From an optimization exercise on the open Yosys and OpenROAD flow, aimed at small area; shortcuts taken in it are not production practice. RTL that was checked went through simulation tests only; none was proved equivalent to the original. Power figures rest on the tool's default switching activity, not on a simulated workload.

Design cnn_top, start of the top module:
module cnn_top
(
    input  logic        clk,
    input  logic        reset,
    input  logic        load_req,
    input  logic [15:0] load_cmd,        
    output logic        load_ack,
    input  logic        run_req,
    output logic        run_ack,
    output logic [81:0] result           
);
clock: 10.0 ns
lec_check: 0
cap_margin: 20
core_margin: 2
core_utilization: 40
slew_margin: 20
standard.sh (not shown) runs the stock make flow with config.mk's settings and CLKGATE_MAP_FILE= SYNTH_SCRIPT=/design/flow/synth_recipe.tcl, a recipe that flattens the netlist after the stock synthesis.
==> flow/flow/run.sh <==
#!/bin/bash
set -euo pipefail
export BUFFER_PORTS_ARGS="-buffer_cell sky130_fd_sc_hd__buf_1"
export CTS_ARGS="-sink_clustering_enable -repair_clock_nets -dont_use_dummy_load -buf_list sky130_fd_sc_hd__clkbuf_8 -sink_clustering_size 16 -sink_clustering_max_diameter 60"
bash standard.sh > standard.log 2>&1
The baseline finished with timing, DRC and antenna clean.
Change:
==> flow/flow/run.sh (replaced) <==
#!/bin/bash
set -euo pipefail
export BUFFER_PORTS_ARGS="-buffer_cell sky130_fd_sc_hd__buf_1"
export CTS_ARGS="-sink_clustering_enable -repair_clock_nets -dont_use_dummy_load -buf_list sky130_fd_sc_hd__clkbuf_8 -sink_clustering_size 20 -sink_clustering_max_diameter 80"
bash standard.sh > standard.log 2>&1
What happened: Utilization shrinks by 0.25 points; register-to-register slack got worse by 20 ps; clock skew grows by 29 ps; die area is unchanged.
Function was not checked in any run of this note: the RTL went through the layout flow alone.

========
run A:
cnn_top, a different RTL version from the one above (not shown whole).
Size in the first run: roughly 27000 µm² of cells after synthesis.
Settings: LEC_CHECK=0, ABC_AREA=1, CAP_MARGIN=20, CORE_MARGIN=2, CORE_UTILIZATION=70, SLEW_MARGIN=20; clock period 10.0 ns.
==> flow/flow/run.sh <==
#!/bin/bash
# The standard layout (standard.sh, ORFS) with these changes:
# - input and output ports are buffered with the smallest buffer;
# - clock tree synthesis uses clkbuf_8 sink clusters of up to 20 flip-flops and no dummy loads;
# - after floorplan, OpenROAD's restructure re-maps the combinational logic for
#   area (flow/restructure.tcl); registers are kept as synthesized.
# The make output goes to standard.log; each ORFS step keeps its own log.
set -euo pipefail
here=$(pwd)
export BUFFER_PORTS_ARGS="-buffer_cell sky130_fd_sc_hd__buf_1"
export CTS_ARGS="-sink_clustering_enable -repair_clock_nets -dont_use_dummy_load -buf_list sky130_fd_sc_hd__clkbuf_8 -sink_clustering_size 20 -sink_clustering_max_diameter 70"
export POST_FLOORPLAN_TCL="$here/flow/restructure.tcl"
bash standard.sh > standard.log 2>&1
==> flow/flow/restructure.tcl <==
# Area recovery after floorplan: re-map the combinational logic with ABC for
# area (OpenROAD restructure). Registers are not touched.
set lib_in [lindex $::env(LIB_FILES) 0]
set work $::env(RESULTS_DIR)/restructure
file mkdir $work
set lib_out $work/lib_dont_use.lib

# a copy of the library with the platform's don't-use cells marked dont_use,
# so that ABC leaves them out
set fh [open $lib_in r]
set text [read $fh]
close $fh
set out ""
set pos 0
foreach {whole name} [regexp -all -inline -indices {cell\s*\(\s*"?([A-Za-z0-9_]+)"?\s*\)\s*\{} $text] {
  set end [lindex $whole 1]
  set cell [string range $text [lindex $name 0] [lindex $name 1]]
  append out [string range $text $pos $end]
  foreach pattern $::env(DONT_USE_CELLS) {
    if { [string match $pattern $cell] } {
      append out "\n    dont_use : true;"
      break
    }
  }
  set pos [expr {$end + 1}]
}
append out [string range $text $pos end]
set fh [open $lib_out w]
puts -nonewline $fh $out
close $fh

set tielo "[lindex $::env(TIELO_CELL_AND_PORT) 0]/[lindex $::env(TIELO_CELL_AND_PORT) 1]"
set tiehi "[lindex $::env(TIEHI_CELL_AND_PORT) 0]/[lindex $::env(TIEHI_CELL_AND_PORT) 1]"
report_design_area
restructure -target area -liberty_file $lib_out -tielo_port $tielo -tiehi_port $tiehi \
  -work_dir $work
report_design_area
Run A went all the way through the flow, and no timing, DRC or antenna check failed.
Inputs modified between run A and run B:
Settings: CORE_UTILIZATION: 70 -> 65; ABC_AREA: 1 -> unset.
diff --git a/flow/flow/run.sh b/flow/flow/run.sh
--- a/flow/flow/run.sh
+++ b/flow/flow/run.sh
@@ -11 +11 @@
-export CTS_ARGS="-sink_clustering_enable -repair_clock_nets -dont_use_dummy_load -buf_list sky130_fd_sc_hd__clkbuf_8 -sink_clustering_size 20 -sink_clustering_max_diameter 70"
+export CTS_ARGS="-sink_clustering_enable -repair_clock_nets -dont_use_dummy_load -buf_list sky130_fd_sc_hd__clkbuf_8 -sink_clustering_size 20 -sink_clustering_max_diameter 60"
- | first-pass GRT wire length | higher: run B |
- On maximum frequency from static timing analysis: between run A and run B, it ends up higher for run B.
- Clock transition at the registers of the reported paths: run A vs run B — no meaningful difference
- The highest metal layer with signal wires comes out met4 in one run and met5 in the other, namely in run A and run B respectively.
- Summary of run B over run A: number of gates resized after cts rose 1; smallest setup slack after layout up 130 ps.
- [compare] base=run A new=run B: die area rose 8.5%; relative slew slack fell 0.60 points.
- Compared with run A, run B shows a met1 track demand over resource that is 2.6 points lower.
- Comparing run A and run B, the lower worst reg-to-reg path cell count was measured on run B.
- Between run A and run B, the flow reports routed wire length per instance decreasing slightly.
- Clock period minus final worst setup slack (lower): run B
## Diff of input files: run C against run B
Settings: CORE_UTILIZATION now 60, was 65.
==> flow/flow/run.sh <==
#!/bin/bash
set -euo pipefail
export BUFFER_PORTS_ARGS="-buffer_cell sky130_fd_sc_hd__buf_1"
export CTS_ARGS="-sink_clustering_enable -repair_clock_nets -dont_use_dummy_load -buf_list sky130_fd_sc_hd__clkbuf_8 -sink_clustering_size 20 -sink_clustering_max_diameter 45"
bash standard.sh > standard.log 2>&1
removed: flow/flow/restructure.tcl
Results
Taking run B as the reference, in run C initial antenna violation count went down by 3, area of placed instances went up by about 2.3%, final cell count without fillers went down by about 6%, total length of routed met3 wires went down by 21%. Via count ends up higher on run B.
The following lists how run D was set up differently from run C:
Settings: changing CORE_UTILIZATION from 60 to 70.
==> flow/flow/run.sh <==
#!/bin/bash
# The standard layout (standard.sh, ORFS) with these changes:
# - input and output ports are buffered with the smallest buffer;
# - clock tree synthesis uses clkbuf_8 sink clusters of up to 20 flip-flops and no dummy loads;
# - after floorplan, OpenROAD's restructure re-maps the combinational logic for
#   area (flow/restructure.tcl); registers are kept as synthesized.
# The make output goes to standard.log; each ORFS step keeps its own log.
set -euo pipefail
here=$(pwd)
export BUFFER_PORTS_ARGS="-buffer_cell sky130_fd_sc_hd__buf_1"
export CTS_ARGS="-sink_clustering_enable -repair_clock_nets -dont_use_dummy_load -buf_list sky130_fd_sc_hd__clkbuf_8 -sink_clustering_size 20 -sink_clustering_max_diameter 60"
export POST_FLOORPLAN_TCL="$here/flow/restructure.tcl"
bash standard.sh > standard.log 2>&1
==> flow/flow/restructure.tcl (new file) <==
# Area recovery after floorplan: re-map the combinational logic with ABC for
# area (OpenROAD restructure). Registers are not touched.
set lib_in [lindex $::env(LIB_FILES) 0]
set work $::env(RESULTS_DIR)/restructure
file mkdir $work
set lib_out $work/lib_dont_use.lib

# a copy of the library with the platform's don't-use cells marked dont_use,
# so that ABC leaves them out
set fh [open $lib_in r]
set text [read $fh]
close $fh
set out ""
set pos 0
foreach {whole name} [regexp -all -inline -indices {cell\s*\(\s*"?([A-Za-z0-9_]+)"?\s*\)\s*\{} $text] {
  set end [lindex $whole 1]
  set cell [string range $text [lindex $name 0] [lindex $name 1]]
  append out [string range $text $pos $end]
  foreach pattern $::env(DONT_USE_CELLS) {
    if { [string match $pattern $cell] } {
      append out "\n    dont_use : true;"
      break
    }
  }
  set pos [expr {$end + 1}]
}
append out [string range $text $pos end]
set fh [open $lib_out w]
puts -nonewline $fh $out
close $fh

set tielo "[lindex $::env(TIELO_CELL_AND_PORT) 0]/[lindex $::env(TIELO_CELL_AND_PORT) 1]"
set tiehi "[lindex $::env(TIEHI_CELL_AND_PORT) 0]/[lindex $::env(TIEHI_CELL_AND_PORT) 1]"
report_design_area
restructure -target area -liberty_file $lib_out -tielo_port $tielo -tiehi_port $tiehi \
  -work_dir $work
report_design_area
Results
- Run D reached the final stage; the timing, DRC and antenna checks on its layout passed.
- Buffering stage count on the worst path with inverters included is higher on run C
- Run C -> run D: post-layout instance area decreased by a few percent
- Looking at fmax across both flows, run D is the stronger of the two, with run C trailing.
- Relative to run C, the minimum clock period after layout of run D is lower by 660 ps.
- Number of stages on the worst setup path: run D vs run C up 12
- Max antenna cell count across run C and run D: run C
- Switching power (run D / run C): 2.2
- Run D against run C: area of the placeable core decreased by about 13% relative to the old numbers, fraction of standard cell area that is sequential increased by 2.3 points relative to the old numbers, overall die width decreased by about 7% relative to the old numbers, starting density of the core increased by 9.4 points relative to the old numbers.
- Looking at critical path endpoint, the fea[71] result is from run C; the fea[65] one comes from run D.

========
Another version of the RTL of cnn_top (not shown whole).
For scale: about 1700 cells after synthesis.
==> flow/config.mk <==
export PLATFORM = sky130hd
export DESIGN_NAME = cnn_top
export DESIGN_NICKNAME = cnn_top
export VERILOG_FILES = /design/flow/design.v
export SDC_FILE = /design/flow/constraint.sdc
export NUM_CORES = 4
export LEC_CHECK = 0
export CAP_MARGIN = 5
export CORE_MARGIN = 2
export CORE_UTILIZATION = 70
export SLEW_MARGIN = 5
==> flow/constraint.sdc <==
create_clock -name core_clock -period 10.0 [get_ports {clk}]
set_input_delay 2.0000 -clock core_clock [delete_from_list [all_inputs] [get_ports {clk}]]
set_output_delay 2.0000 -clock core_clock [all_outputs]
set_load 0.01 [all_outputs]
==> flow/flow/run.sh <==
#!/bin/bash
set -euo pipefail
export BUFFER_PORTS_ARGS="-buffer_cell sky130_fd_sc_hd__buf_1"
export CTS_ARGS="-sink_clustering_enable -repair_clock_nets -dont_use_dummy_load -buf_list sky130_fd_sc_hd__clkbuf_8 -sink_clustering_size 20 -sink_clustering_max_diameter 50"
bash standard.sh > standard.log 2>&1
Edit:
==> flow/flow/run.sh (replaced) <==
#!/bin/bash
set -euo pipefail
export BUFFER_PORTS_ARGS="-buffer_cell sky130_fd_sc_hd__buf_1"
export CTS_ARGS="-sink_clustering_enable -repair_clock_nets -dont_use_dummy_load -buf_list sky130_fd_sc_hd__clkbuf_8 -sink_clustering_size 18 -sink_clustering_max_diameter 60"
bash standard.sh > standard.log 2>&1
- CAP_MARGIN: 5 -> 20
- CORE_UTILIZATION: 70 -> 60
- SLEW_MARGIN: 5 -> 20
Routed wire length is lower by 7.6%.
Setup slack improved by 0.042 ns.
Cell count is higher by 3.5%.

========
amber:
RTL: one of the versions met above, not the one the previous note started from.
For scale: roughly 1700 cells after synthesis, ~100 I/O pins, about 0.027 mm² of cells after synthesis.
export LEC_CHECK = 0
export CAP_MARGIN = 20
export CORE_MARGIN = 2
export CORE_UTILIZATION = 60
export GPL_TIMING_DRIVEN = 0
export SLEW_MARGIN = 20
create_clock -name core_clock -period 10.0 [get_ports {clk}]
==> flow/flow/run.sh <==
#!/bin/bash
# The standard layout (standard.sh, ORFS) with these changes:
# - input and output ports are buffered with the smallest buffer;
# - clock tree synthesis uses clkbuf_8 sink clusters and no dummy loads;
# - after floorplan, OpenROAD's restructure re-maps the combinational logic for
#   area (flow/restructure.tcl); registers are kept as synthesized.
# The make output goes to standard.log; each ORFS step keeps its own log.
set -euo pipefail
here=$(pwd)
export BUFFER_PORTS_ARGS="-buffer_cell sky130_fd_sc_hd__buf_1"
export CTS_ARGS="-sink_clustering_enable -repair_clock_nets -dont_use_dummy_load -buf_list sky130_fd_sc_hd__clkbuf_8 -sink_clustering_size 18 -sink_clustering_max_diameter 60"
export POST_FLOORPLAN_TCL="$here/flow/restructure.tcl"
bash standard.sh > standard.log 2>&1
==> flow/flow/restructure.tcl <==
# Area recovery after floorplan: re-map the combinational logic with ABC for
# area (OpenROAD restructure). Registers are not touched.
set lib_in [lindex $::env(LIB_FILES) 0]
set work $::env(RESULTS_DIR)/restructure
file mkdir $work
set lib_out $work/lib_dont_use.lib

# a copy of the library with the platform's don't-use cells marked dont_use,
# so that ABC leaves them out
set fh [open $lib_in r]
set text [read $fh]
close $fh
set out ""
set pos 0
foreach {whole name} [regexp -all -inline -indices {cell\s*\(\s*"?([A-Za-z0-9_]+)"?\s*\)\s*\{} $text] {
  set end [lindex $whole 1]
  set cell [string range $text [lindex $name 0] [lindex $name 1]]
  append out [string range $text $pos $end]
  foreach pattern $::env(DONT_USE_CELLS) {
    if { [string match $pattern $cell] } {
      append out "\n    dont_use : true;"
      break
    }
  }
  set pos [expr {$end + 1}]
}
append out [string range $text $pos end]
set fh [open $lib_out w]
puts -nonewline $fh $out
close $fh

set tielo "[lindex $::env(TIELO_CELL_AND_PORT) 0]/[lindex $::env(TIELO_CELL_AND_PORT) 1]"
set tiehi "[lindex $::env(TIEHI_CELL_AND_PORT) 0]/[lindex $::env(TIEHI_CELL_AND_PORT) 1]"
report_design_area
restructure -target area -liberty_file $lib_out -tielo_port $tielo -tiehi_port $tiehi \
  -work_dir $work
report_design_area
[inputs] zinc vs amber
Settings: clearing GPL_TIMING_DRIVEN, which used to be 0.
==> flow/flow/run.sh <==
#!/bin/bash
set -euo pipefail
export BUFFER_PORTS_ARGS="-buffer_cell sky130_fd_sc_hd__buf_1"
export CTS_ARGS="-sink_clustering_enable -repair_clock_nets -dont_use_dummy_load -buf_list sky130_fd_sc_hd__clkbuf_8 -sink_clustering_size 18 -sink_clustering_max_diameter 60"
export GPL_KEEP_OVERFLOW=0
bash standard.sh > standard.log 2>&1
removed: flow/flow/restructure.tcl
--- outcome ---
Having completed the whole flow, zinc delivered a layout that passed the timing, DRC and antenna checks. Side by side, count of clock-buffer cells in the layout turned out higher in zinc than in amber. Status: proportion of cell area spent on the clock network parity (zinc, amber). zinc gives less hold slack than amber did. Relative to amber, final period utilization increased by 7.3 points in zinc. For fraction of area in non-clock buffers, zinc and amber come out practically identical. A worst setup path endpoint of fea[70]$_DFF_P_ is what zinc shows, while fea[64]$_DFF_P_ belongs to amber. Detailed-route wire length per cell ends up higher on zinc. zinc ends up with a power that is about 30% lower than in amber.
## Diff of input files: xenon against zinc
--- a/flow/flow/run.sh
+++ b/flow/flow/run.sh
@@ -1,5 +1,13 @@
 #!/bin/bash
+# The standard layout (standard.sh, ORFS) with these changes:
+# - input and output ports are buffered with the smallest buffer;
+# - clock tree synthesis uses clkbuf_8 sink clusters and no dummy loads;
+# - after floorplan, OpenROAD's restructure re-maps the combinational logic for
+#   area (flow/restructure.tcl); registers are kept as synthesized.
+# The make output goes to standard.log; each ORFS step keeps its own log.
 set -euo pipefail
+here=$(pwd)
 export BUFFER_PORTS_ARGS="-buffer_cell sky130_fd_sc_hd__buf_1"
 export CTS_ARGS="-sink_clustering_enable -repair_clock_nets -dont_use_dummy_load -buf_list sky130_fd_sc_hd__clkbuf_8 -sink_clustering_size 18 -sink_clustering_max_diameter 60"
+export POST_FLOORPLAN_TCL="$here/flow/restructure.tcl"
 export GPL_KEEP_OVERFLOW=0
==> flow/flow/restructure.tcl (new file) <==
# Area recovery after floorplan: re-map the combinational logic with ABC for
# area (OpenROAD restructure). Registers are not touched.
set lib_in [lindex $::env(LIB_FILES) 0]
set work $::env(RESULTS_DIR)/restructure
file mkdir $work
set lib_out $work/lib_dont_use.lib

# a copy of the library with the platform's don't-use cells marked dont_use,
# so that ABC leaves them out
set fh [open $lib_in r]
set text [read $fh]
close $fh
set out ""
set pos 0
foreach {whole name} [regexp -all -inline -indices {cell\s*\(\s*"?([A-Za-z0-9_]+)"?\s*\)\s*\{} $text] {
  set end [lindex $whole 1]
  set cell [string range $text [lindex $name 0] [lindex $name 1]]
  append out [string range $text $pos $end]
  foreach pattern $::env(DONT_USE_CELLS) {
    if { [string match $pattern $cell] } {
      append out "\n    dont_use : true;"
      break
    }
  }
  set pos [expr {$end + 1}]
}
append out [string range $text $pos end]
set fh [open $lib_out w]
puts -nonewline $fh $out
close $fh

set tielo "[lindex $::env(TIELO_CELL_AND_PORT) 0]/[lindex $::env(TIELO_CELL_AND_PORT) 1]"
set tiehi "[lindex $::env(TIEHI_CELL_AND_PORT) 0]/[lindex $::env(TIEHI_CELL_AND_PORT) 1]"
report_design_area
restructure -target area -liberty_file $lib_out -tielo_port $tielo -tiehi_port $tiehi \
  -work_dir $work
report_design_area
--- outcome ---
Diff xenon..zinc | floorplan row count | unchanged
The more densely filled core belongs to zinc, not xenon.
xenon ends up with lower share of post-route cells with drive strength above 1 than zinc does.
The layout buffer count excluding clock buffers in xenon sits 16 below the value recorded for zinc.
Initial antenna violation count in xenon is 3 higher than in zinc
From zinc to xenon the numbers moved as follows: final critical path time including I/O delays and setup saw a decrease, largest net degree at the start of global routing saw an increase.
The aggregate global-route resource usage number comes out higher for xenon vs zinc.
For the portion of the layout cell area used by non-clock buffers, xenon came in 0.31 points lower than zinc did.
From zinc to xenon the numbers moved as follows: post-layout worst setup margin increased by 760 ps relative to the old numbers, count of clock-buffer cells in the layout closely matched the old numbers.
Modified inputs, garnet compared to xenon
--- a/flow/flow/run.sh
+++ b/flow/flow/run.sh
@@ -12,3 +12,3 @@
 export POST_FLOORPLAN_TCL="$here/flow/restructure.tcl"
-export GPL_KEEP_OVERFLOW=0
+export RECOVER_POWER=100
 bash standard.sh > standard.log 2>&1
--- outcome ---
- [garnet] flow finished | final checks: failed | reasons: capacitance limit, slew limit
- Compared to xenon, the router laid down more metal wire for garnet.
- Number of nets in the layout: garnet vs xenon — no meaningful difference
- Looking at layer carrying the most global-route usage, the met1 result is from xenon; the met2 one comes from garnet.
- Looking at xenon and garnet, the share of cell area taken by flip-flops and latches is a wash.
- Comparing met1 demand-to-capacity share in global routing for xenon and garnet, the smaller number came from xenon.
- Summary — fill cell instance count of the final layout, garnet relative to xenon: higher, by about 0.9%.
- Setup slack: garnet less than xenon
Input-level comparison between ember and garnet:
Settings: swapping 60 for 65 in CORE_UTILIZATION.
--- a/flow/flow/run.sh
+++ b/flow/flow/run.sh
@@ -12,3 +12,2 @@
 export POST_FLOORPLAN_TCL="$here/flow/restructure.tcl"
-export RECOVER_POWER=100
 bash standard.sh > standard.log 2>&1
## What came out
- ember finished all stages; the layout is clean.
- Relative to garnet, number of filler cells placed in the layout has decreased by 15% in ember.
- | internal power of the cells | garnet vs ember | ≈ equal |
- Between garnet and ember, the flow reports clock-buffer cell count decreasing slightly.
- Looking at worst-case reg-to-reg path depth across ember and garnet, the one that comes out lower is ember.
- Summed negative setup slack over all endpoints: ember vs garnet identical
- Slew at the pin with the worst max-slew slack, ember and garnet, lower one = ember.

==> separate check: timing with driven ports <==
The results above use ideal ports. As a check the final layouts listed here were re-extracted and re-timed, cells and wires unchanged.
Step 1, drivers: a clkbuf_16 drives clk and a buf_2 each remaining input, both assumed.
Step 2, shift: input delay + t, output delay - t, t = (earliest + latest rising clock arrival at the registers) / 2. This alone moves slack from input paths to output paths.
a / b / c = ideal ports / drivers / drivers and shift; a / b = the first two.
run | t (ns) | slack for setup (ns) | latest minus earliest clock arrival (ns) | slew at the worst register clock pin (ns)
the first run of note 1 | 0.701 | 1.323 / 1.323 / 1.323 | 0.067 / 0.066 | 0.10 / 0.10
the second run of note 1 | 0.671 | 1.308 / 1.308 / 1.308 | 0.087 / 0.087 | 0.12 / 0.12
run A | 0.673 | 1.036 / 1.036 / 1.036 | 0.159 / 0.159 | 0.12 / 0.12
run B | 0.703 | 1.161 / 1.161 / 1.161 | 0.117 / 0.118 | 0.12 / 0.12
run C | 0.690 | 0.435 / 0.435 / 0.435 | 0.095 / 0.095 | 0.11 / 0.11
run D | 0.698 | 1.091 / 1.091 / 1.091 | 0.112 / 0.112 | 0.11 / 0.11
the first run of note 3 | 0.668 | 0.426 / 0.426 / 0.426 | 0.118 / 0.118 | 0.12 / 0.12
the second run of note 3 | 0.688 | 0.467 / 0.467 / 0.467 | 0.079 / 0.078 | 0.11 / 0.11
amber | 0.683 | 1.057 / 1.057 / 1.057 | 0.067 / 0.067 | 0.11 / 0.11
zinc | 0.664 | 0.326 / 0.326 / 0.326 | 0.120 / 0.120 | 0.11 / 0.11
xenon | 0.678 | 1.088 / 1.088 / 1.088 | 0.094 / 0.095 | 0.11 / 0.11
garnet | 0.701 | 0.992 / 0.992 / 0.992 | 0.090 / 0.090 | 0.11 / 0.11
ember | 0.675 | 1.143 / 1.143 / 1.143 | 0.078 / 0.078 | 0.11 / 0.11
